From an optimization exercise on the open Yosys and OpenROAD flow, aimed at a short achievable clock period and few clock cycles per item; shortcuts taken in it are not production practice. The RTL was checked by simulation tests, not by an equivalence proof against the original design. Power and IR drop assume default switching activity.

## rev 12
## lc4_top
module lc4_top (
   input  logic        clk,
   input  logic        i_reset,
   output logic [15:0] o_imem_addr,
   input  logic [15:0] i_imem_data,
   output logic [15:0] o_dmem_addr,
   output logic        o_dmem_we,
   output logic [15:0] o_dmem_wdata,
   input  logic [15:0] i_dmem_data,
   output logic        o_retire_valid,
   output logic [15:0] o_retire_pc,
   output logic [15:0] o_retire_insn,
   output logic        o_retire_rf_we,
   output logic [2:0]  o_retire_wsel,
   output logic [15:0] o_retire_wdata
);
   lc4_pipeline #(
      .RESET_PC (16'h8200)
   ) lc4_pipeline_i (
      .clk            (clk),
      .i_reset        (i_reset),
      .o_imem_addr    (o_imem_addr),
      .i_imem_data    (i_imem_data),
      .o_dmem_addr    (o_dmem_addr),
      .o_dmem_we      (o_dmem_we),
      .o_dmem_wdata   (o_dmem_wdata),
      .i_dmem_data    (i_dmem_data),
      .o_retire_valid (o_retire_valid),
      .o_retire_pc    (o_retire_pc),
      .o_retire_insn  (o_retire_insn),
      .o_retire_rf_we (o_retire_rf_we),
      .o_retire_wsel  (o_retire_wsel),
      .o_retire_wdata (o_retire_wdata)
   );
endmodule
clock: 4.3 ns
lec_check: 0
abc_clock_period_in_ps: 2000
cap_margin: 20
core_margin: 2
core_utilization: 40
setup_slack_margin: 2.0
slew_margin: 20
run.sh (not shown) runs the stock make flow with config.mk's settings and CLKGATE_MAP_FILE= SYNTH_SCRIPT=/design/flow/synth_recipe.tcl, a recipe that flattens the netlist after the stock synthesis.
Testbench counts of rev 12, summed over its fixed seeds: cycles 48,297, items 42,737.
Modified inputs, rev 13 compared to rev 12
diff --git a/flow/design.v b/flow/design.v
--- a/flow/design.v
+++ b/flow/design.v
@@ -297,18 +297,18 @@
    );
    logic f_lo_c;
    assign f_lo_c = pc_q[8:0] == 9'h1ff;
    assign f_pcp1 = {f_lo_c ? pc_q[15:9] + 7'd1 : pc_q[15:9], pc_q[8:0] + 9'd1};
    logic [16*NBTB-1:0] btb_pc_f;
    logic [16*NBTB-1:0] btb_pcm1_f;
    logic [16*NBTB-1:0] btb_tgt_f;
-   logic [NBTB-1:0]    lk_hit_v [3];
-   logic [2:0]         lk_hit;
-   logic [15:0]        lk_tgt   [3];
-   logic [15:0]        lk_pc    [3];
+   logic [NBTB-1:0]    lk_hit_v [2];
+   logic [1:0]         lk_hit;
+   logic [15:0]        lk_tgt   [2];
+   logic [15:0]        lk_pc    [2];
    logic [NBTB-1:0]    nx_hit_v;
    logic               nx_hit;
    logic [15:0]        nx_tgt;
    logic [15:0]        nx_pc;
    logic [NBTB-1:0]    q_hit_v;
    logic               q_hit;
    logic [15:0]        q_tgt;
@@ -342,44 +342,21 @@
       .i_fpc   (btb_pc_f),
       .i_addr  (q_tgt),
       .o_hit_v (lk_hit_v[1]),
       .o_hit   (lk_hit[1]),
       .o_tgt   (lk_tgt[1]),
       .o_pc    (lk_pc[1])
    );
-   lc4_btb_lookup #(
-      .NBTB (NBTB)
-   ) lc4_btb_lookup_alt (
-      .i_v     (btb_v),
-      .i_pc    (btb_pc_f),
-      .i_tgt   (btb_tgt_f),
-      .i_fpc   (btb_pc_f),
-      .i_addr  (dx_alt),
-      .o_hit_v (lk_hit_v[2]),
-      .o_hit   (lk_hit[2]),
-      .o_tgt   (lk_tgt[2]),
-      .o_pc    (lk_pc[2])
-   );
    logic f_pc_ok;
    assign f_pc_ok = q_pc == pc_q && (q_hit_v & (q_hit_v - 1'b1)) == '0;
    assign f_hit_v = q_hit_v;
    assign f_hit   = q_hit;
    assign f_tgt   = q_tgt;
    always_comb begin
-      if (redirect) begin
-         nx_hit_v = lk_hit_v[2];
-         nx_hit   = lk_hit[2];
-         nx_tgt   = lk_tgt[2];
-         nx_pc    = lk_pc[2];
-      end else if (d_redirect) begin
-         nx_hit_v = '0;
-         nx_hit   = 1'b0;
-         nx_tgt   = q_tgt;
-         nx_pc    = q_pc;
-      end else if (stall) begin
+      if (stall) begin
          nx_hit_v = q_hit_v;
          nx_hit   = q_hit;
          nx_tgt   = q_tgt;
          nx_pc    = q_pc;
       end else if (f_hit) begin
          nx_hit_v = lk_hit_v[1];
          nx_hit   = lk_hit[1];
@@ -393,16 +370,16 @@
       end
    end
    always_ff @(posedge clk) begin
       if (i_reset) begin
          q_hit_v <= '0;
          q_hit   <= 1'b0;
       end else begin
-         q_hit_v <= nx_hit_v;
-         q_hit   <= nx_hit;
+         q_hit_v <= (redirect || d_redirect) ? '0 : nx_hit_v;
+         q_hit   <= (redirect || d_redirect) ? 1'b0 : nx_hit;
       end
    end
    always_ff @(posedge clk) begin
       q_tgt <= nx_tgt;
       q_pc  <= nx_pc;
    end
    always_comb begin
@@ -432,15 +409,15 @@
          fd_hi_inc <= f_lo_c ? pc_q[15:9] + 7'd2 : pc_q[15:9] + 7'd1;
          fd_hi_dec <= f_lo_c ? pc_q[15:9] : pc_q[15:9] - 7'd1;
          fd_insn <= i_imem_data;
          fd_pred <= f_hit;
          fd_pc_ok <= f_pc_ok;
          fd_is_br <= i_imem_data[15:12] == lc4_isa_pkg::OP_BR;
          fd_spred <= i_imem_data[15:12] == lc4_isa_pkg::OP_BR && i_imem_data[11:9] != 3'b000 &&
-                     (i_imem_data[8] || i_imem_data[11:9] == 3'b111);
+                     (i_imem_data[8] || i_imem_data[11:9] == 3'b111 || i_imem_data[11:9] == 3'b101);
          fd_hit_v <= f_hit_v;
          fd_use_rs <= f_use_rs;
          fd_use_rt <= f_use_rt;
          fd_dep_rs <= i_imem_data[8:6] == fd_insn[11:9];
          fd_dep_rt <= f_rt_sel == fd_insn[11:9];
          fd_dep_br <= i_imem_data[15:12] == lc4_isa_pkg::OP_BR &&
                       i_imem_data[11:9] != 3'b000 && i_imem_data[11:9] != 3'b111;
@@ -537,17 +514,22 @@
       endcase
    end
    assign d_target = {d_hi, fd_lo[8:0]};
    logic d_ok;
    logic d_take;
    logic d_drop;
    assign d_ok   = fd_pred && fd_pc_ok;
-   assign d_take = d_ok || fd_spred;
+   logic d_exact;
+   logic d_ftaken;
+   assign d_exact  = fd_is_br && !(dx_valid && dx_rf_we) && !(xm_valid && xm_is_load);
+   assign d_ftaken = (fd_insn[11] && nzp_q[2]) || (fd_insn[10] && nzp_q[1]) ||
+                     (fd_insn[9] && nzp_q[0] && !nzp_q[2] && !nzp_q[1]);
+   assign d_take   = d_exact ? d_ftaken : (d_ok || fd_spred);
    assign d_drop     = fd_valid && !redirect && !stall && fd_pred && !d_ok;
-   assign d_redirect = fd_valid && !redirect && !stall && (fd_pred ? !d_ok : d_take);
+   assign d_redirect = fd_valid && !redirect && !stall && (fd_pred ? !(d_ok && d_take) : d_take);
    always_ff @(posedge clk) begin
       if (i_reset) begin
          dx_valid <= 1'b0;
       end else begin
          dx_valid <= fd_valid && d_valid && !stall && !redirect;
       end
    end
## What came out
Rev 13 finished every stage and its layout cleared the timing, DRC and antenna checks. Run comparison: rev 12 highest layer used for signal routing met4; rev 13 highest layer used for signal routing met5. Switching fraction of total power for rev 13: 0.18 points up relative to rev 12. Rev 12 -> rev 13: wire length of the first global-routing pass decreased by more than 10%. Rev 13 vs rev 12: number of buffer and inverter stages on the critical path down. Number of iterations in the first detailed-routing pass ends up lower on rev 12. Rev 13 improves on rev 12 in wire length.
Testbench counts of rev 13, summed over its fixed seeds: cycles 48,005, items 42,737.

port drivers added, routing unchanged:
The flow's constraints put no driver on any port. The routed layouts listed below were extracted and timed again, unchanged, in two steps.
Step 1 (the two cells are an assumption about what drives the block):
set clk [get_ports {clk}]
set_driving_cell -lib_cell sky130_fd_sc_hd__clkbuf_16 $clk
set_driving_cell -lib_cell sky130_fd_sc_hd__buf_2 [delete_from_list [all_inputs] $clk]
Step 2 times the ports against the registers' clock, not the clock port: input delays grow and output delays shrink by t, the midpoint of the rising clock arrivals with the driver on.
Slacks: no drivers / after step 1 / after step 2; pairs: no drivers / after step 1.
run | t (ns) | setup WS [ns] | worst setup path after step 2 | worst register clock-pin slew, ns | pins driven straight from the clock port
rev 12 | 0.679 | 1.838 / 1.838 / 1.377 | input to register | 0.07 / 0.07 | 1
rev 13 | 0.688 | 1.967 / 1.967 / 1.377 | input to register | 0.06 / 0.06 | 1
After both steps every run listed still meets setup and hold. For rev 13, which loses most, drivers alone change the setup slack by 0.000 ns; drivers and shift together by -0.590 ns.
